This is an optimization exercise on Yosys and OpenROAD, whose aim is small area, a short achievable clock period and few clock cycles per item, not a production implementation.
The RTL was checked by simulation tests, not by an equivalence proof against the original design.
Power and IR drop assume default switching activity.

[design/flow/run.sh]
#!/bin/bash
# synth_recipe.tcl (not shown) runs the flow's synth.tcl, then flattens the netlist and writes it again
# the make line also repeats each setting of config.mk as NAME=value (left out here)
make -C /OpenROAD-flow-scripts/flow DESIGN_CONFIG=/design/flow/config.mk WORK_HOME=/design/flow/orfs CLKGATE_MAP_FILE= SYNTH_SCRIPT=/design/flow/synth_recipe.tcl finish
[design/flow/design.v]
module ignition_advance_curve_lookup (
  input  logic        clk,
  input  logic        rst,
  input  logic        write_enable,
  input  logic [1:0]  write_index,
  input  logic [15:0] write_data,
  input  logic        in_valid,
  output logic        in_stall,
  input  logic [15:0] engine_speed,
  output logic        out_valid,
  input  logic        out_stall,
  output logic [11:0] spark_advance,
  output logic [1:0]  speed_region
);
  logic [11:0] cranking_advance;
  logic [11:0] top_advance;
  logic [15:0] cranking_speed_limit;
  always_ff @(posedge clk) begin
    if (rst) begin
      cranking_advance     <= 12'd50;
      top_advance          <= 12'd350;
      cranking_speed_limit <= 16'd500;
    end else if (write_enable) begin
      case (write_index)
        2'd0: cranking_advance     <= write_data[11:0];
        2'd1: top_advance          <= write_data[11:0];
        2'd2: cranking_speed_limit <= write_data;
        default: ;
      endcase
    end
  end
  logic        en;
  logic [15:0] s;
  assign en       = !(out_valid && out_stall);
  assign in_stall = !en;
  assign s        = engine_speed;
  logic [13:0] s14;
  logic [3:0]  seg;
  logic [1:0]  region;
  assign s14 = s[13:0];    
  always_comb begin
    seg = 4'd0;
    if (s14 >= 14'd1067) seg = 4'd1;
    if (s14 >= 14'd2134) seg = 4'd2;
    if (s14 >= 14'd3200) seg = 4'd3;
    if (s14 >= 14'd4267) seg = 4'd4;
    if (s14 >= 14'd5334) seg = 4'd5;
    if (s14 >= 14'd6400) seg = 4'd6;
    if (s14 >= 14'd7467) seg = 4'd7;
    if (s14 >= 14'd8534) seg = 4'd8;
    if (s14 >= 14'd9600) seg = 4'd9;
    if (s14 >= 14'd10667) seg = 4'd10;
    if (s14 >= 14'd11734) seg = 4'd11;
    if (s14 >= 14'd12800) seg = 4'd12;
    if (s14 >= 14'd13867) seg = 4'd13;
    if (s14 >= 14'd14934) seg = 4'd14;
  end
  always_comb begin
    if (s < cranking_speed_limit)  region = 2'd0;
    else if (s >= 16'd16000)       region = 2'd2;
    else                           region = 2'd1;
  end
  logic        a_valid;
  logic [3:0]  a_seg;
  logic [10:0] a_s;
  logic [1:0]  a_region;
  always_ff @(posedge clk) begin
    if (rst)     a_valid <= 1'b0;
    else if (en) a_valid <= in_valid;
  end
  always_ff @(posedge clk) begin
    if (en) begin
      a_seg    <= seg;
      a_s      <= s[10:0];
      a_region <= region;
    end
  end
  logic [10:0] lo11;
  always_comb begin
    case (a_seg)
      4'd0: lo11 = 11'd0;
      4'd1: lo11 = 11'd1066;
      4'd2: lo11 = 11'd85;
      4'd3: lo11 = 11'd1152;
      4'd4: lo11 = 11'd170;
      4'd5: lo11 = 11'd1237;
      4'd6: lo11 = 11'd256;
      4'd7: lo11 = 11'd1322;
      4'd8: lo11 = 11'd341;
      4'd9: lo11 = 11'd1408;
      4'd10: lo11 = 11'd426;
      4'd11: lo11 = 11'd1493;
      4'd12: lo11 = 11'd512;
      4'd13: lo11 = 11'd1578;
      4'd14: lo11 = 11'd597;
      default: lo11 = 11'd0;
    endcase
  end
  logic        b_valid;
  logic [3:0]  b_seg;
  logic [10:0] b_delta;
  logic [1:0]  b_region;
  always_ff @(posedge clk) begin
    if (rst)     b_valid <= 1'b0;
    else if (en) b_valid <= a_valid;
  end
  always_ff @(posedge clk) begin
    if (en) begin
      b_seg    <= a_seg;
      b_delta  <= a_s - lo11;
      b_region <= a_region;
    end
  end
  logic [2:0]  asel;
  logic [3:0]  bsel;
  logic [14:0] pa, pb;
  always_comb begin
    case (b_seg)
      4'd0: begin asel = 3'b010; bsel = 4'b0010; end
      4'd1: begin asel = 3'b100; bsel = 4'b0100; end
      4'd2: begin asel = 3'b100; bsel = 4'b0100; end
      4'd3: begin asel = 3'b010; bsel = 4'b1000; end
      4'd4: begin asel = 3'b010; bsel = 4'b1000; end
      4'd5: begin asel = 3'b010; bsel = 4'b1000; end
      4'd6: begin asel = 3'b010; bsel = 4'b1000; end
      4'd7: begin asel = 3'b010; bsel = 4'b1000; end
      4'd8: begin asel = 3'b010; bsel = 4'b1000; end
      4'd9: begin asel = 3'b100; bsel = 4'b0100; end
      4'd10: begin asel = 3'b100; bsel = 4'b0100; end
      4'd11: begin asel = 3'b001; bsel = 4'b0100; end
      4'd12: begin asel = 3'b010; bsel = 4'b0010; end
      4'd13: begin asel = 3'b001; bsel = 4'b0001; end
      4'd14: begin asel = 3'b000; bsel = 4'b0000; end
      default: begin asel = 3'b000; bsel = 4'b0000; end
    endcase
  end
  assign pa = ({15{asel[0]}} & 15'(b_delta)) | ({15{asel[1]}} & (15'(b_delta) << 1))
            | ({15{asel[2]}} & (15'(b_delta) << 2));
  assign pb = ({15{bsel[0]}} & (15'(b_delta) << 1)) | ({15{bsel[1]}} & (15'(b_delta) << 2))
            | ({15{bsel[2]}} & (15'(b_delta) << 3)) | ({15{bsel[3]}} & (15'(b_delta) << 4));
  logic        c_valid;
  logic [3:0]  c_seg;
  logic [14:0] c_p;
  logic [1:0]  c_region;
  always_ff @(posedge clk) begin
    if (rst)     c_valid <= 1'b0;
    else if (en) c_valid <= b_valid;
  end
  always_ff @(posedge clk) begin
    if (en) begin
      c_seg    <= b_seg;
      c_p      <= pa + pb;
      c_region <= b_region;
    end
  end
  logic        w66, bneg;
  logic [16:0] v;
  always_comb begin
    case (c_seg)
      4'd0: begin w66 = 1'b1; bneg = 1'b0; end
      4'd1: begin w66 = 1'b0; bneg = 1'b1; end
      4'd2: begin w66 = 1'b0; bneg = 1'b1; end
      4'd3: begin w66 = 1'b1; bneg = 1'b0; end
      4'd4: begin w66 = 1'b0; bneg = 1'b1; end
      4'd5: begin w66 = 1'b0; bneg = 1'b1; end
      4'd6: begin w66 = 1'b1; bneg = 1'b0; end
      4'd7: begin w66 = 1'b0; bneg = 1'b1; end
      4'd8: begin w66 = 1'b0; bneg = 1'b1; end
      4'd9: begin w66 = 1'b1; bneg = 1'b0; end
      4'd10: begin w66 = 1'b0; bneg = 1'b1; end
      4'd11: begin w66 = 1'b0; bneg = 1'b1; end
      4'd12: begin w66 = 1'b1; bneg = 1'b0; end
      4'd13: begin w66 = 1'b0; bneg = 1'b0; end
      4'd14: begin w66 = 1'b0; bneg = 1'b0; end
      default: begin w66 = 1'b0; bneg = 1'b0; end
    endcase
  end
  assign v = w66 ? {c_p, 2'b00} + 17'(c_p[14:9]) + 17'(c_p[14:10])
                 : {c_p, 2'b00} - 17'(c_p[14:10]) - (bneg ? 17'd3 : 17'd0);
  logic        d_valid;
  logic [3:0]  d_seg;
  logic [7:0]  d_y;
  logic [1:0]  d_region;
  always_ff @(posedge clk) begin
    if (rst)     d_valid <= 1'b0;
    else if (en) d_valid <= c_valid;
  end
  always_ff @(posedge clk) begin
    if (en) begin
      d_seg    <= c_seg;
      d_y      <= v[16:9];
      d_region <= c_region;
    end
  end
  logic [8:0]  c_lo;
  logic [11:0] adv;
  always_comb begin
    case (d_seg)
      4'd0: c_lo = 9'd50;
      4'd1: c_lo = 9'd60;
      4'd2: c_lo = 9'd80;
      4'd3: c_lo = 9'd100;
      4'd4: c_lo = 9'd130;
      4'd5: c_lo = 9'd160;
      4'd6: c_lo = 9'd190;
      4'd7: c_lo = 9'd220;
      4'd8: c_lo = 9'd250;
      4'd9: c_lo = 9'd280;
      4'd10: c_lo = 9'd300;
      4'd11: c_lo = 9'd320;
      4'd12: c_lo = 9'd335;
      4'd13: c_lo = 9'd345;
      4'd14: c_lo = 9'd350;
      default: c_lo = 9'd350;
    endcase
  end
  function automatic logic [4:0] div5(input logic [7:0] y);
    case (y)
      8'd0: div5 = 5'd0;
      8'd1: div5 = 5'd0;
      8'd2: div5 = 5'd0;
      8'd3: div5 = 5'd0;
      8'd4: div5 = 5'd0;
      8'd5: div5 = 5'd1;
      8'd6: div5 = 5'd1;
      8'd7: div5 = 5'd1;
      8'd8: div5 = 5'd1;
      8'd9: div5 = 5'd1;
      8'd10: div5 = 5'd2;
      8'd11: div5 = 5'd2;
      8'd12: div5 = 5'd2;
      8'd13: div5 = 5'd2;
      8'd14: div5 = 5'd2;
      8'd15: div5 = 5'd3;
      8'd16: div5 = 5'd3;
      8'd17: div5 = 5'd3;
      8'd18: div5 = 5'd3;
      8'd19: div5 = 5'd3;
      8'd20: div5 = 5'd4;
      8'd21: div5 = 5'd4;
      8'd22: div5 = 5'd4;
      8'd23: div5 = 5'd4;
      8'd24: div5 = 5'd4;
      8'd25: div5 = 5'd5;
      8'd26: div5 = 5'd5;
      8'd27: div5 = 5'd5;
      8'd28: div5 = 5'd5;
      8'd29: div5 = 5'd5;
      8'd30: div5 = 5'd6;
      8'd31: div5 = 5'd6;
      8'd32: div5 = 5'd6;
      8'd33: div5 = 5'd6;
      8'd34: div5 = 5'd6;
      8'd35: div5 = 5'd7;
      8'd36: div5 = 5'd7;
      8'd37: div5 = 5'd7;
      8'd38: div5 = 5'd7;
      8'd39: div5 = 5'd7;
      8'd40: div5 = 5'd8;
      8'd41: div5 = 5'd8;
      8'd42: div5 = 5'd8;
      8'd43: div5 = 5'd8;
      8'd44: div5 = 5'd8;
      8'd45: div5 = 5'd9;
      8'd46: div5 = 5'd9;
      8'd47: div5 = 5'd9;
      8'd48: div5 = 5'd9;
      8'd49: div5 = 5'd9;
      8'd50: div5 = 5'd10;
      8'd51: div5 = 5'd10;
      8'd52: div5 = 5'd10;
      8'd53: div5 = 5'd10;
      8'd54: div5 = 5'd10;
      8'd55: div5 = 5'd11;
      8'd56: div5 = 5'd11;
      8'd57: div5 = 5'd11;
      8'd58: div5 = 5'd11;
      8'd59: div5 = 5'd11;
      8'd60: div5 = 5'd12;
      8'd61: div5 = 5'd12;
      8'd62: div5 = 5'd12;
      8'd63: div5 = 5'd12;
      8'd64: div5 = 5'd12;
      8'd65: div5 = 5'd13;
      8'd66: div5 = 5'd13;
      8'd67: div5 = 5'd13;
      8'd68: div5 = 5'd13;
      8'd69: div5 = 5'd13;
      8'd70: div5 = 5'd14;
      8'd71: div5 = 5'd14;
      8'd72: div5 = 5'd14;
      8'd73: div5 = 5'd14;
      8'd74: div5 = 5'd14;
      8'd75: div5 = 5'd15;
      8'd76: div5 = 5'd15;
      8'd77: div5 = 5'd15;
      8'd78: div5 = 5'd15;
      8'd79: div5 = 5'd15;
      8'd80: div5 = 5'd16;
      8'd81: div5 = 5'd16;
      8'd82: div5 = 5'd16;
      8'd83: div5 = 5'd16;
      8'd84: div5 = 5'd16;
      8'd85: div5 = 5'd17;
      8'd86: div5 = 5'd17;
      8'd87: div5 = 5'd17;
      8'd88: div5 = 5'd17;
      8'd89: div5 = 5'd17;
      8'd90: div5 = 5'd18;
      8'd91: div5 = 5'd18;
      8'd92: div5 = 5'd18;
      8'd93: div5 = 5'd18;
      8'd94: div5 = 5'd18;
      8'd95: div5 = 5'd19;
      8'd96: div5 = 5'd19;
      8'd97: div5 = 5'd19;
      8'd98: div5 = 5'd19;
      8'd99: div5 = 5'd19;
      8'd100: div5 = 5'd20;
      8'd101: div5 = 5'd20;
      8'd102: div5 = 5'd20;
      8'd103: div5 = 5'd20;
      8'd104: div5 = 5'd20;
      8'd105: div5 = 5'd21;
      8'd106: div5 = 5'd21;
      8'd107: div5 = 5'd21;
      8'd108: div5 = 5'd21;
      8'd109: div5 = 5'd21;
      8'd110: div5 = 5'd22;
      8'd111: div5 = 5'd22;
      8'd112: div5 = 5'd22;
      8'd113: div5 = 5'd22;
      8'd114: div5 = 5'd22;
      8'd115: div5 = 5'd23;
      8'd116: div5 = 5'd23;
      8'd117: div5 = 5'd23;
      8'd118: div5 = 5'd23;
      8'd119: div5 = 5'd23;
      8'd120: div5 = 5'd24;
      8'd121: div5 = 5'd24;
      8'd122: div5 = 5'd24;
      8'd123: div5 = 5'd24;
      8'd124: div5 = 5'd24;
      8'd125: div5 = 5'd25;
      8'd126: div5 = 5'd25;
      8'd127: div5 = 5'd25;
      8'd128: div5 = 5'd25;
      8'd129: div5 = 5'd25;
      8'd130: div5 = 5'd26;
      8'd131: div5 = 5'd26;
      8'd132: div5 = 5'd26;
      8'd133: div5 = 5'd26;
      8'd134: div5 = 5'd26;
      8'd135: div5 = 5'd27;
      8'd136: div5 = 5'd27;
      8'd137: div5 = 5'd27;
      8'd138: div5 = 5'd27;
      8'd139: div5 = 5'd27;
      8'd140: div5 = 5'd28;
      8'd141: div5 = 5'd28;
      8'd142: div5 = 5'd28;
      8'd143: div5 = 5'd28;
      8'd144: div5 = 5'd28;
      8'd145: div5 = 5'd29;
      8'd146: div5 = 5'd29;
      8'd147: div5 = 5'd29;
      8'd148: div5 = 5'd29;
      8'd149: div5 = 5'd29;
      8'd150: div5 = 5'd30;
      8'd151: div5 = 5'd30;
      8'd152: div5 = 5'd30;
      8'd153: div5 = 5'd30;
      8'd154: div5 = 5'd30;
      8'd155: div5 = 5'd31;
      8'd156: div5 = 5'd31;
      8'd157: div5 = 5'd31;
      8'd158: div5 = 5'd31;
      8'd159: div5 = 5'd31;
      8'd160: div5 = 5'd31;
      8'd161: div5 = 5'd31;
      8'd162: div5 = 5'd31;
      8'd163: div5 = 5'd31;
      8'd164: div5 = 5'd31;
      8'd165: div5 = 5'd31;
      8'd166: div5 = 5'd31;
      8'd167: div5 = 5'd31;
      8'd168: div5 = 5'd31;
      8'd169: div5 = 5'd31;
      8'd170: div5 = 5'd31;
      8'd171: div5 = 5'd31;
      8'd172: div5 = 5'd31;
      8'd173: div5 = 5'd31;
      8'd174: div5 = 5'd31;
      8'd175: div5 = 5'd31;
      8'd176: div5 = 5'd31;
      8'd177: div5 = 5'd31;
      8'd178: div5 = 5'd31;
      8'd179: div5 = 5'd31;
      8'd180: div5 = 5'd31;
      8'd181: div5 = 5'd31;
      8'd182: div5 = 5'd31;
      8'd183: div5 = 5'd31;
      8'd184: div5 = 5'd31;
      8'd185: div5 = 5'd31;
      8'd186: div5 = 5'd31;
      8'd187: div5 = 5'd31;
      8'd188: div5 = 5'd31;
      8'd189: div5 = 5'd31;
      8'd190: div5 = 5'd31;
      8'd191: div5 = 5'd31;
      8'd192: div5 = 5'd31;
      8'd193: div5 = 5'd31;
      8'd194: div5 = 5'd31;
      8'd195: div5 = 5'd31;
      8'd196: div5 = 5'd31;
      8'd197: div5 = 5'd31;
      8'd198: div5 = 5'd31;
      8'd199: div5 = 5'd31;
      8'd200: div5 = 5'd31;
      8'd201: div5 = 5'd31;
      8'd202: div5 = 5'd31;
      8'd203: div5 = 5'd31;
      8'd204: div5 = 5'd31;
      8'd205: div5 = 5'd31;
      8'd206: div5 = 5'd31;
      8'd207: div5 = 5'd31;
      8'd208: div5 = 5'd31;
      8'd209: div5 = 5'd31;
      8'd210: div5 = 5'd31;
      8'd211: div5 = 5'd31;
      8'd212: div5 = 5'd31;
      8'd213: div5 = 5'd31;
      8'd214: div5 = 5'd31;
      8'd215: div5 = 5'd31;
      8'd216: div5 = 5'd31;
      8'd217: div5 = 5'd31;
      8'd218: div5 = 5'd31;
      8'd219: div5 = 5'd31;
      8'd220: div5 = 5'd31;
      8'd221: div5 = 5'd31;
      8'd222: div5 = 5'd31;
      8'd223: div5 = 5'd31;
      8'd224: div5 = 5'd31;
      8'd225: div5 = 5'd31;
      8'd226: div5 = 5'd31;
      8'd227: div5 = 5'd31;
      8'd228: div5 = 5'd31;
      8'd229: div5 = 5'd31;
      8'd230: div5 = 5'd31;
      8'd231: div5 = 5'd31;
      8'd232: div5 = 5'd31;
      8'd233: div5 = 5'd31;
      8'd234: div5 = 5'd31;
      8'd235: div5 = 5'd31;
      8'd236: div5 = 5'd31;
      8'd237: div5 = 5'd31;
      8'd238: div5 = 5'd31;
      8'd239: div5 = 5'd31;
      8'd240: div5 = 5'd31;
      8'd241: div5 = 5'd31;
      8'd242: div5 = 5'd31;
      8'd243: div5 = 5'd31;
      8'd244: div5 = 5'd31;
      8'd245: div5 = 5'd31;
      8'd246: div5 = 5'd31;
      8'd247: div5 = 5'd31;
      8'd248: div5 = 5'd31;
      8'd249: div5 = 5'd31;
      8'd250: div5 = 5'd31;
      8'd251: div5 = 5'd31;
      8'd252: div5 = 5'd31;
      8'd253: div5 = 5'd31;
      8'd254: div5 = 5'd31;
      8'd255: div5 = 5'd31;
    endcase
  endfunction
  always_comb begin
    case (d_region)
      2'd0:    adv = cranking_advance;
      2'd2:    adv = top_advance;
      default: adv = 12'(c_lo) + 12'(div5(d_y));
    endcase
  end
  always_ff @(posedge clk) begin
    if (rst)     out_valid <= 1'b0;
    else if (en) out_valid <= d_valid;
  end
  always_ff @(posedge clk) begin
    if (en) begin
      spark_advance <= adv;
      speed_region  <= d_region;
    end
  end
endmodule
[design/flow/constraint.sdc]
create_clock -name core_clock -period 7.0 [get_ports {clk}]
set_input_delay 1.4000 -clock core_clock [delete_from_list [all_inputs] [get_ports {clk}]]
set_output_delay 1.4000 -clock core_clock [all_outputs]
set_load 0.01 [all_outputs]
[design/flow/config.mk]
export PLATFORM = sky130hd
export DESIGN_NAME = ignition_advance_curve_lookup
export DESIGN_NICKNAME = ignition_advance_curve_lookup
export VERILOG_FILES = /design/flow/design.v
export SDC_FILE = /design/flow/constraint.sdc
export NUM_CORES = 4
export LEC_CHECK = 0
export ABC_AREA = 1
export CAP_MARGIN = 20
export CORE_MARGIN = 2
export CORE_UTILIZATION = 40
export SETUP_SLACK_MARGIN = 3.0
export SLEW_MARGIN = 20
==> flow_metrics.env, run 1 <==
export IMPL_seq_power_share_pct=33.1
export IMPL_r2r_cells=20
export IMPL_dp_hpwl_um=15500
export IMPL_synthDistinctLibCells=51
export IMPL_initial_core_util_pct=40.6
export IMPL_postCtsHoldBufs=0
export IMPL_worstPathMaxFanout=15
export IMPL_worst_pin_slew_ns=0.870
export IMPL_synth_fp_nets=1316
export IMPL_clock_latency_ns=0.43
export IMPL_grt_max_degree=66
export IMPL_die_h_um=158
export IMPL_crit_buf_inv=3
export IMPL_pre_cts_slack_ns=2.16
export IMPL_drive_above_1_share_pct=7.13
export IMPL_area_growth_pct=16.2
export IMPL_postRouteAntennaNets=0
export IMPL_overflow=0
export IMPL_timing_rr_end="b_delta[10]"
export IMPL_globalRouteTotalUtil_pct=17.7
export IMPL_yosysSeqAreaShare_pct=40.7
export IMPL_power_frac_clock_pct=22.7
export IMPL_whs_path_depth=0
export IMPL_yosys_area_top_type_share_pct=26.3
export IMPL_syn_inst=1193
export IMPL_drc=0
export IMPL_worstHoldStart="c_region[1]"
export IMPL_r2r_setup_slack_ns=3.42
export IMPL_switching_share_pct=41.9
export IMPL_path_clk_slew_ns=0.07
export IMPL_fp_dieW_um=158
export IMPL_p_sw_mw=1.71
export IMPL_fin_skew_ns=0.0136
export IMPL_yosys_warnings=1
export IMPL_antenna_found_initial=0
export IMPL_port_buffers=54
export IMPL_maxSlewHeadroom_pct=41.8
export IMPL_drtIter0Drc=454
export IMPL_irDropWorstVdd_mv=0.167
export IMPL_yosys_top_cells_count="263 x nand2_1, 167 x inv_1, 101 x nor2_1, 87 x o21ai_0, 83 x edfxtp_1"
export IMPL_finalHoldViolations=0
export IMPL_cpLargestDelayFamily="buffers and inverters"
export IMPL_grt_setup_unrepaired="no"
export IMPL_min_path_type="flop to flop"
export IMPL_synth_most_common_cell="nand2_1"
export IMPL_avgSynthCellArea_um2=7.94
export IMPL_cts_sinks=151
export IMPL_max_cap_violations=0
export IMPL_cp_cell_sequence="clkdlybuf4s15_2 -> nand2_8 -> clkinvlp_4 -> clkdlybuf4s50_1"
export IMPL_worstPathRequired_ns=5.60
export IMPL_p_int_mw=2.37
export IMPL_power_mw=4.08
export IMPL_slowest_stage="clkdlybuf4s50_1"
export IMPL_r2r_start="a_seg[0]"
export IMPL_grt_pass1_vias=7521
export IMPL_drt_wl_total_um=21200
export IMPL_row_count=56
export IMPL_ys_async_sr_fraction_pct=0
export IMPL_startpoint_type="input pin"
export IMPL_fin_crit_sh_pct=56.1
export IMPL_diodes=0
export IMPL_holdPathEnd="d_region[1]"
export IMPL_fin_ws_ns=3.07
export IMPL_p_leak_nw=5.09
export IMPL_setup_viol=0
export IMPL_cts_path_max_buffers=2
export IMPL_pwr_share_comb_pct=44.2
export IMPL_h_tree_depth=4
export IMPL_synth_largest_area_cell="edfxtp_1"
export IMPL_cts_root_buf="clkbuf_16"
export IMPL_routabilityCongestion=0.899
export IMPL_tritoncts_num_buffers=17
export IMPL_final_nets=1372
export IMPL_ys_ff_latch=151
export IMPL_critPathKind="input pin to output pin"
export IMPL_yosys_top_cells_area="edfxtp_1 26%, dfxtp_1 14%, nand2_1 10%, ha_1 10%, inv_1 6.6%"
export IMPL_core_um2=23300
export IMPL_grt_pass1_wl_um=35600
export IMPL_vias=7891
export IMPL_synth_main_ff_cell="edfxtp_1"
export IMPL_cts_tree="built"
export IMPL_cpPeakStageDelay_ns=0.52
export IMPL_setup_worst_path_end_class="output pin"
export IMPL_wl_per_cell_um=13.4
export IMPL_num_fill_cells=2304
export IMPL_synth_edf_count=83
export IMPL_vias_per_cell=4.99
export IMPL_die_area_um2=24900
export IMPL_finalCriticalPeriod_ns=3.93
export IMPL_ios=55
export IMPL_tns_ns=0
export IMPL_p_per_area_nw_per_um2=371
export IMPL_syn_area_um2=9470
export IMPL_firstDrtPassIters=5
export IMPL_status="no timing/DRC/antenna violations"
export IMPL_clock_fmax_mhz=255
export IMPL_final_max_slew_violation_count=0
export IMPL_arrival_ns=2.53
[worst reg2reg max path: cells and delay by family, from the launching register on]
family,cells,cell delay [ns]
buffers and inverters,4,0.31
flip-flops,1,0.44
AND/OR/NAND/NOR,5,0.58
XOR/XNOR,1,0.08
adder cells (fa/ha/maj),3,0.78
AO/OA/AOI/OAI,7,1.12
[sequential cells by signal, summed over array words and instances, names as in the netlist, 2 cells and up, named ones only]
| signal | cells |
|---|---|
| b_delta | 11 |
| cranking_advance | 12 |
| cranking_speed_limit | 16 |
| c_seg | 4 |
| b_seg | 4 |
| c_p | 15 |
| d_seg | 4 |
| top_advance | 12 |
| a_s | 11 |
| a_region | 2 |
| spark_advance | 12 |
| d_region | 2 |
| a_seg | 4 |
| asel | 3 |
| d_y | 8 |
| bsel | 4 |
| c_region | 2 |
| c_lo | 9 |
| speed_region | 2 |
| b_region | 2 |
[cells by family (layout without fill, tap and decap cells)]
family / after synthesis / after routing / synth area share, %
buffers and inverters: 201 / 268 / 8.16
and+or+nand+nor: 495 / 497 / 22.4
xor gates and xnor gates: 24 / 24 / 2.22
DFF: 151 / 151 / 40.7
AOI/OAI and AO/OA: 238 / 238 / 15.0
adders and majority gates: 84 / 84 / 11.6
[worst max-delay path by stage]
stage	startpoint	slack, ns	cells past startpoint	endpoint
floorplan	out_stall	3.26	10	bsel[2]
global placement	out_stall	2.18	4	in_stall
detailed placement	out_stall	2.16	4	in_stall
CTS	out_stall	3.03	4	in_stall
global route	out_stall	3.02	4	in_stall
finish	out_stall	3.07	4	in_stall
[layout by cell type (no fill, tap or decap), types with 3 or more instances in the layout]
master           synthesis  routed
buf_4                    0       5
inv_2                    5       5
dfxtp_1                 68      68
edfxtp_1                83      83
ha_1                    78      78
nor2_2                   4       4
nor3_1                  11      11
o21ai_0                 87      87
or2_2                   12      12
inv_8                    0       5
fa_1                     6       6
a21oi_1                 63      63
a41oi_1                  3       3
clkinv_8                 0       4
inv_6                    0       3
nand3_1                 68      68
nand3_2                  3       3
clkdlybuf4s50_1          0      53
nor2_1                 101     101
o221ai_1                12      12
a21oi_2                  5       5
a31oi_1                  4       4
clkbuf_16                0      17
o211ai_1                19      19
nand2_4                  4       6
nand2_2                 11      11
o21ai_1                  8       8
nand4_1                 11      11
xnor2_1                  4       4
xor2_1                  20      20
nand2_1                263     262
o21bai_1                 3       3
clkinv_1                 5       5
inv_1                  167     166
o22ai_1                 14      14
[layout make-up]
class                      instances  area [µm²]  share of cell area (%)
sequential                       151        3850                    35.0
multi-input combinational        843        4890                    44.4
tap                              319         399                    3.63
inverter                         177         668                    6.07
clock inverter                    15         189                    1.72
timing repair buffer              59         579                    5.26
clock buffer                      17         425                    3.86
[power by group through the flow]
stage	Combinational, mW	Sequential [mW]	Clock [mW]
final	1.80	1.35	0.928
after global routing	2.09	1.38	0.989
after CTS	1.80	1.35	0.949
after detailed placement	1.78	1.37	0
after global placement	1.77	1.37	0
after floorplan	1.40	1.31	0
[through the flow]
stage	std cells	util [%]	hold WS (ns)	cell area [µm²]
after global placement	1546	44.3	0.406	10300
after CTS	1580	47.1	0.422	11000
after floorplan	1193	-	0.400	9480
after detailed placement	1546	44.3	0.405	10300
final	1581	47.2	0.421	11000
after global routing	1581	47.2	0.429	11000
[what timing repair did]
item / CTS / global route
resized for setup: 5 / 1
hold endpoints to repair: 0 / 0
pin swaps: 1 / 0
buffers inserted: 1 / 0
cloned: 1 / 1
setup endpoints to repair: 7 / 2
[metal layers]
metal  up-vias  share of wire [%]  routed length (µm)  GRT usage, %
met1      3570                 48               10200          23.9
met4         0                1.4                 306          5.02
met3        28                3.8                 815          2.93
li1       4121                  -                   -             -
met5         -                  0                   0             0
met2       172                 46                9850          29.4
Testbench counts, summed over its fixed seeds: cycles 9,640, items 9,600.
==> run 2: changes to the inputs <==
--- a/design/flow/config.mk
+++ b/design/flow/config.mk
@@ -10,4 +10,4 @@
 export CORE_MARGIN = 2
 export CORE_UTILIZATION = 40
-export SETUP_SLACK_MARGIN = 3.0
+export SETUP_SLACK_MARGIN = 3.9
 export SLEW_MARGIN = 20
==> run 2 against run 1 <==
Still clean on timing, DRC and antenna. First-iteration DRC count shrank 2.0%. Count of clock-buffer cells in the layout is the same. Sequential cell count is the same. Largest power group unchanged.
==> flow_metrics.env, run 2 <==
export IMPL_worstPathMaxFanout=4
export IMPL_clock_fmax_mhz=300
export IMPL_critPathMostFrequentCell="buf_6"
export IMPL_h_tree_depth=4
export IMPL_antenna_found_initial=0
export IMPL_placedCellCount=1546
export IMPL_stdcell_count=1648
export IMPL_holdWs_ns=0.419
export IMPL_yosys_top_cells_count="263 x nand2_1, 167 x inv_1, 101 x nor2_1, 87 x o21ai_0, 83 x edfxtp_1"
export IMPL_arrival_ns=3.52
export IMPL_grt_pass1_vias=7839
export IMPL_startpoint_type="flop"
export IMPL_top_register="cranking_speed_limit"
export IMPL_timing_rr_end="b_delta[4]"
export IMPL_grt_setup_unrepaired="yes"
export IMPL_vias=8333
export IMPL_slowest_stage="edfxtp_1"
export IMPL_maxSlewHeadroom_pct=44.5
export IMPL_whs_path_depth=0
export IMPL_cts_tree="built"
export IMPL_pre_cts_slack_ns=2.39
export IMPL_final_nets=1439
export IMPL_cpPeakStageDelay_ns=0.44
export IMPL_final_max_slew_violation_count=0
export IMPL_status="no timing/DRC/antenna violations"
export IMPL_layout_cells_most_common="nand2_1"
export IMPL_setup_worst_path_end_class="flop"
export IMPL_initial_core_util_pct=40.6
export IMPL_vias_per_cell=5.06
export IMPL_yosysSeqAreaShare_pct=40.7
export IMPL_finalHoldViolations=0
export IMPL_globalRouteTotalUtil_pct=18.7
export IMPL_postRouteAntennaNets=0
export IMPL_drive_above_1_share_pct=19.0
export IMPL_cp_cell_sequence="inv_2 -> ha_1 -> o211ai_1 -> o21ai_4 -> ha_1 -> a21oi_1 -> nand2_2 -> buf_4 -> buf_6 -> buf_6 -> buf_6 -> buf_4 -> buf_4 -> buf_6 -> buf_6 -> buf_6 -> xor2_1"
export IMPL_synth_largest_area_cell="edfxtp_1"
export IMPL_fp_dieW_um=158
export IMPL_port_buffers=54
export IMPL_final_cell_mix="234 x nand2_1, 154 x inv_1, 95 x nor2_1"
export IMPL_diodes=0
export IMPL_r2r_setup_slack_ns=3.67
export IMPL_yosys_area_top_type_share_pct=26.3
export IMPL_ff_latch_area_um2=3850
export IMPL_fin_ws_ns=3.67
export IMPL_wl_per_cell_um=14.1
export IMPL_clock_latency_ns=0.44
export IMPL_synth_edf_count=83
export IMPL_ios=55
export IMPL_p_leak_nw=5.61
export IMPL_worstPathRequired_ns=7.19
export IMPL_syn_area_um2=9470
export IMPL_synth_main_ff_cell="edfxtp_1"
export IMPL_num_fill_cells=2179
export IMPL_drt_wl_total_um=23300
export IMPL_max_cap_violations=0
export IMPL_routabilityCongestion=0.929
export IMPL_yosys_warnings=1
export IMPL_dp_hpwl_um=15600
export IMPL_p_per_area_nw_per_um2=383
export IMPL_core_um2=23300
export IMPL_ys_ff_latch=151
export IMPL_yosys_top_cells_area="edfxtp_1 26%, dfxtp_1 14%, nand2_1 10%, ha_1 10%, inv_1 6.6%"
export IMPL_finalCriticalPeriod_ns=3.33
export IMPL_die_area_um2=24900
export IMPL_holdPathEnd="b_region[1]"
export IMPL_synth_most_common_cell="nand2_1"
export IMPL_tns_ns=0
export IMPL_power_mw=4.65
export IMPL_overflow=0
export IMPL_min_path_type="flop to flop"
export IMPL_worstHoldStart="a_region[1]"
export IMPL_syn_inst=1193
export IMPL_r2r_start="a_seg[0]"
export IMPL_grt_pass1_wl_um=37400
export IMPL_largest_reg_flops=16
export IMPL_postCtsHoldBufs=0
export IMPL_firstDrtPassIters=5
export IMPL_die_h_um=158
export IMPL_synthDistinctLibCells=51
export IMPL_synth_fp_nets=1316
export IMPL_tritoncts_num_buffers=17
export IMPL_cts_sinks=151
export IMPL_multi_input_area_um2=5430
export IMPL_avgSynthCellArea_um2=7.94
export IMPL_irDropWorstVdd_mv=0.172
export IMPL_ys_async_sr_fraction_pct=0
export IMPL_critPathKind="flop to flop"
export IMPL_path_clk_slew_ns=0.07
export IMPL_cts_root_buf="clkbuf_16"
export IMPL_top_regs="cranking_speed_limit (16), c_p (15)"
export IMPL_cts_path_max_buffers=2
export IMPL_drtIter0Drc=445
export IMPL_row_count=56
export IMPL_grt_max_degree=79
export IMPL_worst_pin_slew_ns=0.829
export IMPL_r2r_cells=17
export IMPL_fin_skew_ns=0.0190
export IMPL_drc=0
export IMPL_fin_crit_sh_pct=47.6
export IMPL_area_growth_pct=28.1
export IMPL_setup_viol=0
run 2: changes by cell type in the layout (fill, tap and decap cells not counted), moves of 9 or more:
| cell | change |
|---|---|
| nand3_1 | -14 |
| nand3_2 | +10 |
| nand2_2 | +16 |
| buf_6 | +16 |
| o21ai_0 | -11 |
| clkdlybuf4s50_1 | -14 |
| inv_1 | -12 |
| buf_4 | +47 |
| inv_2 | +12 |
| nand2_1 | -28 |
| nand2_4 | +9 |
run 2: through the flow:
step	util [%]	instance area, µm²
5_1_grt	52.0	12100
4_1_cts	48.8	11400
2_1_floorplan	-	9540
3_3_place_gp	44.4	10400
6_report	52.0	12100
3_5_place_dp	44.5	10400
run 2: worst max-delay path, delay by kind of cell (launching register included):
kind,cells,cell delay (ns)
buffers and inverters,10,1.11
AOI/OAI and AO/OA,3,0.69
adders and majority gates,2,0.62
DFF,1,0.44
xor gates and xnor gates,1,0.13
and+or+nand+nor,1,0.09
run 2: final cells by class:
| type | count | area share, % |
|---|---|---|
| Clock buffer | 17 | 3.50 |
| Clock inverter | 15 | 1.42 |
| Inverter | 177 | 5.70 |
| Multi-Input combinational cell | 845 | 44.8 |
| Sequential cell | 151 | 31.8 |
| Tap cell | 319 | 3.29 |
| Timing Repair Buffer | 124 | 9.57 |
run 2: cells by family after synthesis:
kind of cell / count (synthesis) / share of synthesized area, %
compound gates: 238 / 15.0
simple gates: 495 / 22.4
buf+inv: 201 / 8.16
flops: 151 / 40.7
xor+xnor: 24 / 2.22
fa+ha+maj: 84 / 11.6
run 2: routing by layer:
layer	global-route usage, %	wire, µm
met1	24.1	10400
met2	32.2	11600
met3	3.64	957
met4	4.81	297
met5	0	0
run 2: report_power, final:
group	total [mW]	internal (mW)	switching, mW
combinational	2.39	1.01	1.38
sequential	1.35	1.19	0.162
clock	0.913	0.481	0.432
run 2: what timing repair did:
item | in CTS | in global routing
resized for setup | 47 | 140
pin swaps | 14 | 53
endpoints found under the setup margin | 27 | 21
setup buffers | 38 | 28
cloned | 2 | 2
run 2: worst max path at each step:
stage	startpoint	end	cells past startpoint
6_report	a_seg[0]	b_delta[4]	17
5_1_grt	a_seg[0]	b_delta[4]	21
4_1_cts	a_seg[0]	b_delta[10]	20
3_5_place_dp	out_stall	in_stall	4
3_3_place_gp	out_stall	in_stall	4
2_1_floorplan	a_seg[0]	b_delta[10]	20
==> run 3: changes to the inputs <==
--- a/design/flow/config.mk
+++ b/design/flow/config.mk
@@ -10,4 +10,4 @@
 export CORE_MARGIN = 2
 export CORE_UTILIZATION = 40
-export SETUP_SLACK_MARGIN = 3.9
+export SETUP_SLACK_MARGIN = 3.6
 export SLEW_MARGIN = 20
==> run 3 against run 2 <==
Clock skew decreased by 0.0091 ns. Area after synthesis is the same. Cell count down 3.4%. Non-clock buffer count shrank 54. Critical path type is now input pin to output pin. Largest cell class unchanged. Highest routed layer is now met5.
==> flow_metrics.env, run 3 <==
export IMPL_grt_max_degree=58
export IMPL_p_leak_nw=5.19
export IMPL_top_register="cranking_speed_limit"
export IMPL_ios=55
export IMPL_grt_setup_unrepaired="yes"
export IMPL_synth_most_common_cell="nand2_1"
export IMPL_dp_hpwl_um=15500
export IMPL_port_buffers=54
export IMPL_whs_path_depth=0
export IMPL_synth_edf_count=83
export IMPL_final_nets=1383
export IMPL_diodes=0
export IMPL_fin_ws_ns=3.63
export IMPL_status="no timing/DRC/antenna violations"
export IMPL_synth_fp_nets=1316
export IMPL_core_um2=23300
export IMPL_yosysSeqAreaShare_pct=40.7
export IMPL_setup_worst_path_end_class="output pin"
export IMPL_yosys_top_cells_count="263 x nand2_1, 167 x inv_1, 101 x nor2_1, 87 x o21ai_0, 83 x edfxtp_1"
export IMPL_synthDistinctLibCells=51
export IMPL_final_max_slew_violation_count=0
export IMPL_initial_core_util_pct=40.6
export IMPL_worstPathRequired_ns=5.60
export IMPL_yosys_area_top_type_share_pct=26.3
export IMPL_syn_area_um2=9470
export IMPL_cts_root_buf="clkbuf_16"
export IMPL_globalRouteTotalUtil_pct=17.6
export IMPL_worst_pin_slew_ns=0.836
export IMPL_cts_sinks=151
export IMPL_max_cap_violations=0
export IMPL_ys_async_sr_fraction_pct=0
export IMPL_wl_per_cell_um=13.5
export IMPL_row_count=56
export IMPL_placed_area_um2=10300
export IMPL_fin_skew_ns=0.00994
export IMPL_r2r_cells=20
export IMPL_r2r_start="a_seg[1]"
export IMPL_tns_ns=0
export IMPL_h_tree_depth=4
export IMPL_avgSynthCellArea_um2=7.94
export IMPL_clock_fmax_mhz=297
export IMPL_worstPathMaxFanout=3
export IMPL_largest_reg_flops=16
export IMPL_finalHoldViolations=0
export IMPL_final_cell_mix="261 x nand2_1, 161 x inv_1, 101 x nor2_1"
export IMPL_die_area_um2=24900
export IMPL_syn_inst=1193
export IMPL_postCtsHoldBufs=0
export IMPL_drtIter0Drc=407
export IMPL_setup_viol=0
export IMPL_die_h_um=158
export IMPL_num_fill_cells=2270
export IMPL_drive_above_1_share_pct=9.51
export IMPL_critPathKind="input pin to output pin"
export IMPL_holdPathEnd="c_region[1]"
export IMPL_top_regs="cranking_speed_limit (16), c_p (15)"
export IMPL_layout_cells_most_common="nand2_1"
export IMPL_vias_per_cell=5.04
export IMPL_grt_pass1_wl_um=35500
export IMPL_postRouteAntennaNets=0
export IMPL_final_cell_area_um2=11200
export IMPL_synth_largest_area_cell="edfxtp_1"
export IMPL_maxSlewHeadroom_pct=44.1
export IMPL_area_growth_pct=18.1
export IMPL_cts_path_max_buffers=2
export IMPL_worstHoldStart="b_region[1]"
export IMPL_drt_wl_total_um=21500
export IMPL_firstDrtPassIters=5
export IMPL_cts_tree="built"
export IMPL_antenna_found_initial=1
export IMPL_r2r_setup_slack_ns=3.69
export IMPL_overflow=0
export IMPL_synth_main_ff_cell="edfxtp_1"
export IMPL_fin_crit_sh_pct=48.1
export IMPL_pre_cts_slack_ns=2.07
export IMPL_yosys_top_cells_area="edfxtp_1 26%, dfxtp_1 14%, nand2_1 10%, ha_1 10%, inv_1 6.6%"
export IMPL_irDropWorstVdd_mv=0.184
export IMPL_p_per_area_nw_per_um2=367
export IMPL_finalCriticalPeriod_ns=3.37
export IMPL_yosys_warnings=1
export IMPL_fp_dieW_um=158
export IMPL_startpoint_type="input pin"
export IMPL_timing_rr_end="b_delta[10]"
export IMPL_clock_latency_ns=0.43
export IMPL_min_path_type="flop to flop"
export IMPL_arrival_ns=1.97
export IMPL_drc=0
export IMPL_vias=8023
export IMPL_tritoncts_num_buffers=17
export IMPL_grt_pass1_vias=7555
export IMPL_routabilityCongestion=0.895
export IMPL_path_clk_slew_ns=0.07
export IMPL_ys_ff_latch=151
export IMPL_holdWs_ns=0.418
-- run 3: cell counts after synthesis --
Identical to the previous run, type by type.
-- run 3: cell families (layout without fill, tap and decap cells) --
kind of cell               Yosys count  in the layout  share of synthesized area, %
adders and majority gates           84             84                          11.6
and+or+nand+nor                    495            497                          22.4
DFF                                151            151                          40.7
xor gates and xnor gates            24             24                          2.22
AOI/OAI and AO/OA                  238            238                          15.0
buffers and inverters              201            279                          8.16
-- run 3: metal layers --
metal	vias to the layer above	global-route usage, %	part of all wire, %
met4	2	3.64	0.96
met2	173	29.2	46
met3	23	3.56	4.2
li1	4144	-	-
met1	3681	23.9	49
met5	-	0	0.047
-- run 3: worst max path at each step --
stage	startpoint	to	slack (ns)	depth (start not counted)
floorplan	out_stall	bsel[2]	3.65	11
global placement	out_stall	in_stall	2.09	4
detailed placement	out_stall	in_stall	2.07	4
CTS	a_seg[1]	b_delta[10]	3.61	20
global route	a_seg[1]	b_delta[10]	3.49	20
finish	out_stall	in_stall	3.63	4
-- run 3: timing repair --
item | 4_1_cts | 5_1_grt
pin swaps | 4 | 6
gates resized for setup | 21 | 26
setup endpoints to repair | 24 | 10
gates cloned | 2 | 0
setup buffers | 7 | 5
-- run 3: critical path, cell delays in order --
cell and delay (ns):
buf_6 0.13, nand2_8 0.08, clkinvlp_4 0.08, dlygate4sd2_1 0.28
-- run 3: final cells by class --
cell class | count | area (µm²) | area share (%)
Timing Repair Buffer | 70 | 684 | 6.12
Clock buffer | 18 | 429 | 3.84
Inverter | 177 | 668 | 5.97
Tap cell | 319 | 399 | 3.57
Sequential cell | 151 | 3850 | 34.5
Multi-Input combinational cell | 843 | 4990 | 44.6
Clock inverter | 14 | 160 | 1.43
-- run 3: through the flow --
| stage | util (%) | power, mW | cells |
|---|---|---|---|
| floorplan | - | 2.72 | 1193 |
| global route | 47.9 | 4.46 | 1592 |
| CTS | 47.4 | 4.09 | 1587 |
| detailed placement | 44.3 | 3.15 | 1546 |
| finish | 47.9 | 4.10 | 1592 |
| global placement | 44.3 | 3.14 | 1546 |
-- run 3: report_power, final --
group	leakage, nW	internal, mW	switching, mW
clock	0.288	0.507	0.404
sequential	1.46	1.19	0.161
combinational	3.44	0.713	1.13
total	5.19	2.41	1.69
==> run 4: changes to the inputs <==
--- a/design/flow/config.mk
+++ b/design/flow/config.mk
@@ -10,4 +10,5 @@
 export CORE_MARGIN = 2
 export CORE_UTILIZATION = 40
+export PLACE_DENSITY = 0.7
 export SETUP_SLACK_MARGIN = 3.6
 export SLEW_MARGIN = 20
==> run 4 against run 3 <==
Sequential power is essentially flat. Worst hold slack lost 0.0023 ns. Clock skew grew 0.0052 ns. Count of clock-buffer cells in the layout is the same. Sequential share of layout area grew 0.077 points. Combinational power is essentially flat. Sequential cell count is the same. Die area is the same. Area after synthesis is the same. Setup slack lost 0.00076 ns. Total power grew 0.21%. First-iteration DRC count grew 36%.
==> flow_metrics.env, run 4 <==
export IMPL_status="no timing/DRC/antenna violations"
export IMPL_fin_ws_ns=3.63
export IMPL_p_per_area_nw_per_um2=368
export IMPL_drt_wl_total_um=21000
export IMPL_fp_dieW_um=158
export IMPL_finalCriticalPeriod_ns=3.37
export IMPL_stdcell_count=1594
export IMPL_p_int_mw=2.40
export IMPL_postRouteAntennaNets=0
export IMPL_drc=0
export IMPL_globalRouteTotalUtil_pct=17.6
export IMPL_syn_area_um2=9470
export IMPL_cts_tree="built"
export IMPL_yosys_warnings=1
export IMPL_top_regs="cranking_speed_limit (16), c_p (15)"
export IMPL_power_frac_clock_pct=22.4
export IMPL_final_cell_mix="261 x nand2_1, 161 x inv_1, 101 x nor2_1"
export IMPL_power_mw=4.11
export IMPL_ys_async_sr_fraction_pct=0
export IMPL_ys_ff_latch=151
export IMPL_pwr_share_comb_pct=44.6
export IMPL_critPathKind="flop to flop"
export IMPL_min_path_type="flop to flop"
export IMPL_cts_sinks=151
export IMPL_grt_setup_unrepaired="yes"
export IMPL_synthDistinctLibCells=51
export IMPL_clock_fmax_mhz=297
export IMPL_finalHoldViolations=0
export IMPL_yosys_top_cells_count="263 x nand2_1, 167 x inv_1, 101 x nor2_1, 87 x o21ai_0, 83 x edfxtp_1"
export IMPL_synth_edf_count=83
export IMPL_core_um2=23300
export IMPL_synth_most_common_cell="nand2_1"
export IMPL_synth_main_ff_cell="edfxtp_1"
export IMPL_vias=8096
export IMPL_dp_hpwl_um=15200
export IMPL_fin_skew_ns=0.0152
export IMPL_avgSynthCellArea_um2=7.94
export IMPL_synth_fp_nets=1316
export IMPL_yosys_area_top_type_share_pct=26.3
export IMPL_drtIter0Drc=554
export IMPL_h_tree_depth=4
export IMPL_maxSlewHeadroom_pct=48.9
export IMPL_fin_crit_sh_pct=48.2
export IMPL_cts_root_buf="clkbuf_16"
export IMPL_grt_pass1_wl_um=35600
export IMPL_setup_worst_path_end_class="flop"
export IMPL_synth_largest_area_cell="edfxtp_1"
export IMPL_syn_inst=1193
export IMPL_area_growth_pct=17.8
export IMPL_pre_cts_slack_ns=2.32
export IMPL_die_area_um2=24900
export IMPL_final_nets=1384
export IMPL_tns_ns=0
export IMPL_tritoncts_num_buffers=17
export IMPL_arrival_ns=3.54
export IMPL_layout_cells_most_common="nand2_1"
export IMPL_cp_cell_sequence="inv_2 -> buf_4 -> ha_1 -> a221oi_2 -> ha_2 -> inv_1 -> fa_2 -> nand3_1 -> nand2_2 -> a21oi_2 -> o21ai_1 -> nand2_1 -> inv_1 -> or2_2 -> a21oi_2 -> o21ai_0 -> a21oi_1 -> xor2_1"
export IMPL_worst_pin_slew_ns=0.763
export IMPL_p_leak_nw=5.20
export IMPL_ios=55
export IMPL_overflow=0
export IMPL_cpPeakStageDelay_ns=0.37
export IMPL_path_clk_slew_ns=0.07
export IMPL_grt_pass1_vias=7760
export IMPL_final_max_slew_violation_count=0
export IMPL_die_h_um=158
export IMPL_irDropWorstVdd_mv=0.182
export IMPL_largest_reg_flops=16
export IMPL_switching_share_pct=41.7
export IMPL_wl_per_cell_um=13.2
export IMPL_routabilityCongestion=0.900
export IMPL_max_cap_violations=0
export IMPL_initial_core_util_pct=40.6
export IMPL_startpoint_type="flop"
export IMPL_vias_per_cell=5.08
export IMPL_clock_latency_ns=0.44
export IMPL_firstDrtPassIters=5
export IMPL_yosysSeqAreaShare_pct=40.7
export IMPL_num_fill_cells=2242
export IMPL_placedCellCount=1545
export IMPL_cpLargestDelayFamily="compound AO/OA/AOI/OAI gates"
export IMPL_grt_max_degree=87
export IMPL_worstPathMaxFanout=3
export IMPL_cts_path_max_buffers=2
export IMPL_top_register="cranking_speed_limit"
export IMPL_port_buffers=54
export IMPL_seq_power_share_pct=32.9
export IMPL_row_count=56
export IMPL_yosys_top_cells_area="edfxtp_1 26%, dfxtp_1 14%, nand2_1 10%, ha_1 10%, inv_1 6.6%"
export IMPL_drive_above_1_share_pct=9.34
export IMPL_worstPathRequired_ns=7.17
export IMPL_slowest_stage="edfxtp_1"
export IMPL_crit_buf_inv=4
export IMPL_antenna_found_initial=1
export IMPL_p_sw_mw=1.72
export IMPL_setup_viol=0
==> run 4: repair_timing <==
item                       4_1_cts  5_1_grt
pin swaps                        4        4
hold buffers                     0        0
setup endpoints to repair       27       10
resized for setup               23       18
gates cloned                     1        0
buffers inserted                 5       10
==> run 4: cell families (layout without fill, tap and decap cells) <==
family          Yosys count  in the layout  share of synthesized area [%]
compound gates          238            238                           15.0
xor+xnor                 24             24                           2.22
fa+ha+maj                84             84                           11.6
buf+inv                 201            281                           8.16
flops                   151            151                           40.7
other cells               0              1                              0
simple gates            495            496                           22.4
==> run 4: worst reg2reg max path, cell delays in order (launching register included) <==
cell and delay, ns:
edfxtp_1 0.37, inv_2 0.05, buf_4 0.14, ha_1 0.31
a221oi_2 0.32, ha_2 0.24, inv_1 0.06, fa_2 0.35
nand3_1 0.09, nand2_2 0.08, a21oi_2 0.15, o21ai_1 0.09
nand2_1 0.06, inv_1 0.04, or2_2 0.27, a21oi_2 0.15
o21ai_0 0.09, a21oi_1 0.17, xor2_1 0.08
==> run 4: cell type report <==
cell class | count | area (µm²) | area share, %
sequential | 151 | 3850 | 34.5
clock buffer | 18 | 450 | 4.04
antenna | 1 | 2.50 | 0.0224
inverter | 177 | 668 | 5.99
timing repair buffer | 72 | 693 | 6.21
tap | 319 | 399 | 3.58
multi-input combinational | 842 | 4930 | 44.1
clock inverter | 14 | 168 | 1.50
==> run 4: through the flow <==
| stage | hold slack [ns] | utilization (%) | area (µm²) |
|---|---|---|---|
| after floorplan | 0.400 | - | 9490 |
| after detailed placement | 0.406 | 44.3 | 10300 |
| after global routing | 0.427 | 47.8 | 11200 |
| final | 0.416 | 47.8 | 11200 |
| after CTS | 0.420 | 47.3 | 11000 |
| after global placement | 0.401 | 44.3 | 10300 |
==> run 4: metal layers <==
metal	vias to the layer above	part of all wire (%)	GRT usage (%)
li1	4149	-	-
met1	3697	46	23.1
met2	216	48	29.1
met3	34	5.3	4.24
met4	0	1.4	4.63
met5	-	0	0
==> run 4: path summary, 6_finish.rpt <==
kind / endpoint / start / cells after the start / slack, ns
worst max-delay path: b_delta[10] / a_seg[0] / 18 / 3.63
worst min-delay path: d_region[0] / c_region[0] / 0 / 0.42
worst max register to register: b_delta[10] / a_seg[0] / 18 / 3.63
worst min register to register: d_region[0] / c_region[0] / 0 / 0.42
==> run 4: power groups by stage <==
stage / Combinational, mW / Sequential [mW] / Clock (mW)
floorplan: 1.40 / 1.31 / 0
global placement: 1.76 / 1.37 / 0
detailed placement: 1.79 / 1.37 / 0
CTS: 1.82 / 1.35 / 0.936
global route: 2.11 / 1.38 / 0.977
finish: 1.84 / 1.35 / 0.922
==> run 5: changes to the inputs <==
--- a/design/flow/config.mk
+++ b/design/flow/config.mk
@@ -9,6 +9,5 @@
 export CAP_MARGIN = 20
 export CORE_MARGIN = 2
-export CORE_UTILIZATION = 40
-export PLACE_DENSITY = 0.7
+export CORE_UTILIZATION = 55
 export SETUP_SLACK_MARGIN = 3.6
 export SLEW_MARGIN = 20
==> run 5 against run 4 <==
Register-to-register slack got worse by 0.05 ns. Clock skew shrank 0.0045 ns. Global-route usage up 6.2 points. Cell count fell by 6.6%. Wire length down 0.88%. Synthesized cell count stayed put. Sequential share of layout area is 0.74 points higher. Area after synthesis is the same. Largest power group unchanged.
==> flow_metrics.env, run 5 <==
export IMPL_drt_wl_total_um=20800
export IMPL_setup_worst_path_end_class="flop"
export IMPL_worstPathRequired_ns=7.17
export IMPL_max_cap_violations=0
export IMPL_r2r_setup_slack_ns=3.58
export IMPL_cts_sinks=151
export IMPL_core_um2=16700
export IMPL_vias=7924
export IMPL_finalCriticalPeriod_ns=3.42
export IMPL_area_growth_pct=15.3
export IMPL_yosysSeqAreaShare_pct=40.7
export IMPL_tritoncts_num_buffers=17
export IMPL_wl_per_cell_um=14.0
export IMPL_postRouteAntennaNets=0
export IMPL_fin_skew_ns=0.0107
export IMPL_num_fill_cells=1470
export IMPL_antenna_found_initial=0
export IMPL_p_leak_nw=5.15
export IMPL_synth_edf_count=83
export IMPL_clock_latency_ns=0.43
export IMPL_cpLargestDelayFamily="compound AO/OA/AOI/OAI gates"
export IMPL_status="no timing/DRC/antenna violations"
export IMPL_port_buffers=54
export IMPL_final_max_slew_violation_count=0
export IMPL_setup_viol=0
export IMPL_cpPeakStageDelay_ns=0.45
export IMPL_die_h_um=135
export IMPL_h_tree_depth=4
export IMPL_firstDrtPassIters=5
export IMPL_syn_area_um2=9470
export IMPL_whs_path_depth=0
export IMPL_worst_pin_slew_ns=0.858
export IMPL_crit_buf_inv=3
export IMPL_grt_pass1_wl_um=34800
export IMPL_die_area_um2=18300
export IMPL_critPathMostFrequentCell="nand2_1"
export IMPL_irDropWorstVdd_mv=0.234
export IMPL_synth_fp_nets=1316
export IMPL_synth_largest_area_cell="edfxtp_1"
export IMPL_slowest_stage="edfxtp_1"
export IMPL_grt_pass1_vias=7414
export IMPL_synth_most_common_cell="nand2_1"
export IMPL_drive_above_1_share_pct=8.59
export IMPL_cts_root_buf="clkbuf_16"
export IMPL_routabilityCongestion=0.885
export IMPL_drtIter0Drc=447
export IMPL_ios=55
export IMPL_worstHoldStart="b_region[0]"
export IMPL_ys_async_sr_fraction_pct=0
export IMPL_yosys_top_cells_count="263 x nand2_1, 167 x inv_1, 101 x nor2_1, 87 x o21ai_0, 83 x edfxtp_1"
export IMPL_timing_rr_end="b_delta[10]"
export IMPL_grt_setup_unrepaired="yes"
export IMPL_final_cell_area_um2=10900
export IMPL_path_clk_slew_ns=0.06
export IMPL_synthDistinctLibCells=51
export IMPL_arrival_ns=3.59
export IMPL_layout_cells_most_common="nand2_1"
export IMPL_top_register="cranking_speed_limit"
export IMPL_yosys_top_cells_area="edfxtp_1 26%, dfxtp_1 14%, nand2_1 10%, ha_1 10%, inv_1 6.6%"
export IMPL_yosys_area_top_type_share_pct=26.3
export IMPL_finalHoldViolations=0
export IMPL_avgSynthCellArea_um2=7.94
export IMPL_holdPathEnd="c_region[0]"
export IMPL_p_per_area_nw_per_um2=370
export IMPL_cts_path_max_buffers=2
export IMPL_top_regs="cranking_speed_limit (16), c_p (15)"
export IMPL_critPathKind="flop to flop"
export IMPL_diodes=0
export IMPL_largest_reg_flops=16
export IMPL_r2r_cells=20
export IMPL_drc=0
export IMPL_cp_cell_sequence="inv_2 -> ha_2 -> nand2_1 -> o21ai_2 -> nor2_1 -> a221oi_2 -> ha_2 -> inv_1 -> fa_2 -> nand3_1 -> nand2_1 -> a21oi_2 -> o21ai_1 -> nand2_1 -> inv_1 -> or2_2 -> a21oi_2 -> o21ai_0 -> a21oi_1 -> xor2_1"
export IMPL_final_cell_mix="262 x nand2_1, 161 x inv_1, 101 x nor2_1"
export IMPL_vias_per_cell=5.32
export IMPL_row_count=47
export IMPL_fp_dieW_um=135
export IMPL_globalRouteTotalUtil_pct=23.8
export IMPL_overflow=0
export IMPL_grt_max_degree=87
export IMPL_yosys_warnings=1
export IMPL_ys_ff_latch=151
export IMPL_final_nets=1379
export IMPL_cts_tree="built"
export IMPL_synth_main_ff_cell="edfxtp_1"
export IMPL_clock_fmax_mhz=293
export IMPL_initial_core_util_pct=56.7
export IMPL_min_path_type="flop to flop"
export IMPL_worstPathMaxFanout=4
export IMPL_placed_area_um2=10200
export IMPL_maxSlewHeadroom_pct=42.6
export IMPL_r2r_start="a_seg[1]"
export IMPL_fin_crit_sh_pct=48.8
export IMPL_dp_hpwl_um=15100
export IMPL_startpoint_type="flop"
export IMPL_syn_inst=1193
export IMPL_tns_ns=0
==> run 5: cell families (layout without fill, tap and decap cells) <==
logic type      count (synthesis)  in the layout  synth area share (%)
flops                         151            151                  40.7
xor+xnor                       24             24                  2.22
fa+ha+maj                      84             84                  11.6
buf+inv                       201            276                  8.16
simple gates                  495            496                  22.4
compound gates                238            238                  15.0
==> run 5: where the power goes <==
group	internal [mW]	leakage (nW)	switching [mW]
Sequential	1.19	1.46	0.162
Clock	0.485	0.280	0.382
Combinational	0.697	3.41	1.13
==> run 5: cell type report <==
| type | instances | area (µm²) | share of cell area, % |
|---|---|---|---|
| clock buffers | 19 | 454 | 4.16 |
| multi-input cells | 842 | 4910 | 45.0 |
| inverters | 177 | 668 | 6.11 |
| clock inverters | 13 | 108 | 0.985 |
| repair buffers | 67 | 654 | 5.99 |
| well taps | 220 | 275 | 2.52 |
| flip-flops and latches | 151 | 3850 | 35.3 |
==> run 5: stage by stage <==
step | power [mW] | worst slack [ns] | hold WS, ns | instances | util, %
2_1_floorplan | 2.72 | 3.65 | 0.400 | 1193 | -
4_1_cts | 4.05 | 3.62 | 0.420 | 1487 | 65.1
5_1_grt | 4.39 | 3.39 | 0.431 | 1489 | 65.4
3_3_place_gp | 3.15 | 2.31 | 0.402 | 1446 | 61.1
6_report | 4.04 | 3.58 | 0.419 | 1489 | 65.4
3_5_place_dp | 3.16 | 2.28 | 0.405 | 1446 | 61.1
==> run 5: routing by layer <==
metal	vias to the layer above	global-route usage, %	share of wire, %
li1	4150	-	-
met1	3575	31.3	46
met2	180	40.5	49
met3	19	4.49	4.4
met4	0	6.54	1.1
met5	-	0	0
==> run 5: how the worst max path moves through the flow <==
| stage | slack (ns) | cells past startpoint | to | startpoint |
|---|---|---|---|---|
| 2_1_floorplan | 3.65 | 11 | bsel[2] | out_stall |
| 3_3_place_gp | 2.31 | 4 | in_stall | out_stall |
| 3_5_place_dp | 2.28 | 4 | in_stall | out_stall |
| 4_1_cts | 3.62 | 20 | b_delta[10] | a_seg[1] |
| 5_1_grt | 3.39 | 20 | b_delta[10] | a_seg[1] |
| 6_report | 3.58 | 20 | b_delta[10] | a_seg[1] |
==> run 5: what timing repair did <==
item,in CTS,in global routing
resized for setup,21,13
setup buffers,8,2
gates cloned,1,0
hold buffers,0,0
pin swaps,4,3
endpoints found under the setup margin,25,11
==> run 6: changes to the inputs <==
--- a/design/flow/config.mk
+++ b/design/flow/config.mk
@@ -6,8 +6,7 @@
 export NUM_CORES = 4
 export LEC_CHECK = 0
-export ABC_AREA = 1
 export CAP_MARGIN = 20
 export CORE_MARGIN = 2
-export CORE_UTILIZATION = 55
-export SETUP_SLACK_MARGIN = 3.6
+export CORE_UTILIZATION = 60
+export SETUP_SLACK_MARGIN = 3.3
 export SLEW_MARGIN = 20
==> run 6 against run 5 <==
Die area down 11%. Largest cell class unchanged. First-iteration DRC count up 31%. Count of clock-buffer cells in the layout down 2. Worst hold slack better by 0.0083 ns. Setup slack worse by 0.32 ns.
==> flow_metrics.env, run 6 <==
export IMPL_status="no timing/DRC/antenna violations"
export IMPL_ios=55
export IMPL_port_buffers=54
export IMPL_layout_cells_most_common="nand2_1"
export IMPL_clock_latency_ns=0.43
export IMPL_drt_wl_total_um=21100
export IMPL_setup_viol=0
export IMPL_syn_inst=989
export IMPL_holdWs_ns=0.427
export IMPL_ys_async_sr_fraction_pct=0
export IMPL_routabilityCongestion=0.861
export IMPL_postRouteAntennaNets=0
export IMPL_yosys_top_cells_area="edfxtp_1 27%, dfxtp_1 15%, ha_1 11%, nand2_1 6.0%, a21oi_1 4.0%"
export IMPL_cts_tree="built"
export IMPL_core_um2=15100
export IMPL_antenna_found_initial=0
export IMPL_drtIter0Drc=586
export IMPL_die_area_um2=16300
export IMPL_fin_crit_sh_pct=53.4
export IMPL_synth_fp_nets=1112
export IMPL_final_max_slew_violation_count=0
export IMPL_worstPathMaxFanout=7
export IMPL_yosys_top_cells_count="147 x nand2_1, 83 x edfxtp_1, 78 x ha_1, 74 x a21oi_1, 72 x inv_1"
export IMPL_cpLargestDelayFamily="simple AND/OR/NAND/NOR gates"
export IMPL_synth_compound_area_share_pct=19.2
export IMPL_max_cap_violations=0
export IMPL_fp_dieW_um=128
export IMPL_avgSynthCellArea_um2=9.27
export IMPL_overflow=0
export IMPL_critPathKind="flop to flop"
export IMPL_final_nets=1183
export IMPL_cp_cell_sequence="inv_1 -> ha_1 -> inv_1 -> ha_4 -> a21o_1 -> a211o_1 -> or4_4 -> and4_4 -> or3_4 -> buf_4 -> a21oi_1 -> nor2_1 -> o21ai_0 -> nor2_1 -> a21oi_1"
export IMPL_yosys_area_share_simple_pct=15.6
export IMPL_startpoint_type="flop"
export IMPL_diodes=0
export IMPL_grt_max_degree=72
export IMPL_final_cell_mix="145 x nand2_1, 83 x edfxtp_1, 77 x ha_1"
export IMPL_synth_largest_area_cell="edfxtp_1"
export IMPL_grt_pass1_vias=7096
export IMPL_cts_sinks=151
export IMPL_min_path_type="flop to flop"
export IMPL_r2r_setup_slack_ns=3.26
export IMPL_finalCriticalPeriod_ns=3.74
export IMPL_whs_path_depth=0
export IMPL_worstPathRequired_ns=7.36
export IMPL_setup_worst_path_end_class="flop"
export IMPL_synth_most_common_cell="nand2_1"
export IMPL_dp_hpwl_um=14400
export IMPL_p_leak_nw=4.54
export IMPL_row_count=45
export IMPL_top_register="cranking_speed_limit"
export IMPL_largest_reg_flops=16
export IMPL_muxShareOfSynthArea_pct=3.08
export IMPL_h_tree_depth=4
export IMPL_drive_above_1_share_pct=11.5
export IMPL_grt_pass1_wl_um=33700
export IMPL_synth_top_family_by_area="compound AO/OA/AOI/OAI gates"
export IMPL_tritoncts_num_buffers=17
export IMPL_path_clk_slew_ns=0.07
export IMPL_cts_root_buf="clkbuf_16"
export IMPL_worst_pin_slew_ns=0.910
export IMPL_grt_setup_unrepaired="yes"
export IMPL_slowest_stage="or4_4"
export IMPL_area_growth_pct=19.1
export IMPL_r2r_cells=15
export IMPL_pre_cts_slack_ns=2.20
export IMPL_synth_xor_area_share_pct=3.06
export IMPL_p_per_area_nw_per_um2=365
export IMPL_holdPathEnd="b_region[0]"
export IMPL_wl_per_cell_um=16.7
export IMPL_cpPeakStageDelay_ns=0.53
export IMPL_synth_edf_count=83
export IMPL_firstDrtPassIters=6
export IMPL_initial_core_util_pct=60.8
export IMPL_globalRouteTotalUtil_pct=25.7
export IMPL_r2r_start="c_p[2]"
export IMPL_irDropWorstVdd_mv=0.198
export IMPL_postCtsHoldBufs=0
export IMPL_ys_ff_latch=151
export IMPL_tns_ns=0
export IMPL_clock_fmax_mhz=267
export IMPL_synthDistinctLibCells=69
export IMPL_die_h_um=128
export IMPL_fin_ws_ns=3.26
export IMPL_fin_skew_ns=0.0119
export IMPL_num_fill_cells=1092
export IMPL_drc=0
export IMPL_top_regs="cranking_speed_limit (16), c_p (15)"
export IMPL_yosys_warnings=1
export IMPL_vias=7538
export IMPL_yosys_area_top_type_share_pct=27.2
export IMPL_syn_area_um2=9170
export IMPL_cts_path_max_buffers=2
export IMPL_worstHoldStart="a_region[0]"
export IMPL_yosysSeqAreaShare_pct=42.0
export IMPL_crit_buf_inv=3
export IMPL_finalHoldViolations=0
export IMPL_synth_main_ff_cell="edfxtp_1"
export IMPL_arrival_ns=4.10
export IMPL_vias_per_cell=5.98
export IMPL_maxSlewHeadroom_pct=37.6
export IMPL_synth_fa_ha_area_share_pct=12.1
run 6: cell types whose count changed after synthesis, sizes merged, moves of 20 or more:
cell	change
nand2	-131
inv	-100
nand3	-59
nor2	-47
o21ai	-35
mux2i	+26
clkbuf	+21
xnor2	+20
run 6: layout make-up:
class / instances / area (µm²) / share of cell area (%)
tap: 188 / 235 / 2.15
timing repair buffer: 95 / 878 / 8.04
inverter: 72 / 270 / 2.48
clock inverter: 15 / 139 / 1.27
sequential: 151 / 3850 / 35.3
clock buffer: 17 / 425 / 3.90
multi-input combinational: 723 / 5120 / 46.9
run 6: repair_timing:
| item | in CTS | in global routing |
|---|---|---|
| setup endpoints to repair | 11 | 9 |
| pin swaps | 2 | 20 |
| resized for setup | 28 | 30 |
| buffers inserted | 8 | 29 |
| cloned | 1 | 1 |
run 6: metal layers:
metal	vias to the layer above	routed length, µm	global-route usage (%)
met4	0	488	9.37
met1	3507	8830	32.4
li1	3706	-	-
met3	53	985	5.15
met2	272	10800	44.1
met5	-	0	0
run 6: kinds of logic (layout without fill, tap and decap cells):
family                   Yosys count  after routing
AO/OA/AOI/OAI                    267            267
AND/OR/NAND/NOR                  309            311
XOR/XNOR                          32             32
multiplexers                      28             28
flip-flops                       151            151
adder cells (fa/ha/maj)           85             85
buffers and inverters            117            199
run 6: power breakdown:
| group | internal [mW] | total (mW) | leakage, nW | switching, mW |
|---|---|---|---|---|
| registers | 1.16 | 1.34 | 1.45 | 0.180 |
| logic | 0.816 | 1.77 | 2.81 | 0.956 |
| clock network | 0.468 | 0.871 | 0.283 | 0.403 |
run 6: worst max-delay path by stage:
stage               cells after the start  slack, ns      start        to
floorplan                               4       3.33  out_stall  in_stall
global placement                       11       2.33  out_stall      flop
detailed placement                     11       2.20  out_stall      flop
CTS                                    14       3.26     c_p[2]      flop
global route                           14       3.18     c_p[2]      flop
finish                                 15       3.26     c_p[2]      flop
run 6: stage by stage:
stage / util (%) / area [µm²] / power, mW / instances
finish: 72.4 / 10900 / 3.99 / 1261
CTS: 69.9 / 10500 / 3.74 / 1231
detailed placement: 65.0 / 9810 / 2.79 / 1190
global placement: 65.0 / 9810 / 2.71 / 1190
global route: 72.4 / 10900 / 4.26 / 1261
floorplan: - / 9180 / 2.42 / 989
run 6: worst reg2reg max path: stages (launching register included):
cell and delay [ns]:
edfxtp_1 0.41, inv_1 0.08, ha_1 0.22, inv_1 0.12, ha_4 0.23, a21o_1 0.17
a211o_1 0.27, or4_4 0.54, and4_4 0.23, or3_4 0.43, buf_4 0.19, a21oi_1 0.20
nor2_1 0.11, o21ai_0 0.25, nor2_1 0.11, a21oi_1 0.13

-- separate check: timing with driven ports --
The results above use ideal ports. As a check the final layouts listed here were re-extracted and re-timed, cells and wires unchanged. Step 1 assumes that a clkbuf_16 drives the clock port and a buf_2 every other input. Step 2 moves the port delays by t, midway between the first and last clock arrival at a register: inputs arrive t later, outputs are due t later. That takes back most of the time a late clock gives input paths. Three values: ideal ports, drivers, drivers and shift; two values: the first two.
run | t (ns) | setup WS [ns] | slew at the worst register clock pin (ns)
run 1 | 0.466 | 3.072 / 3.046 / 2.903 | 0.08 / 0.08
run 2 | 0.479 | 3.667 / 3.667 / 3.582 | 0.08 / 0.08
run 3 | 0.465 | 3.630 / 3.598 / 3.396 | 0.07 / 0.07
run 4 | 0.471 | 3.629 / 3.629 / 3.351 | 0.08 / 0.08
run 5 | 0.465 | 3.584 / 3.584 / 3.319 | 0.07 / 0.07
run 6 | 0.471 | 3.260 / 3.260 / 2.943 | 0.07 / 0.07
After both steps setup and hold are still met in every run listed. For run 6, which loses most, drivers alone change the setup slack by 0.000 ns; drivers and shift together by -0.317 ns.
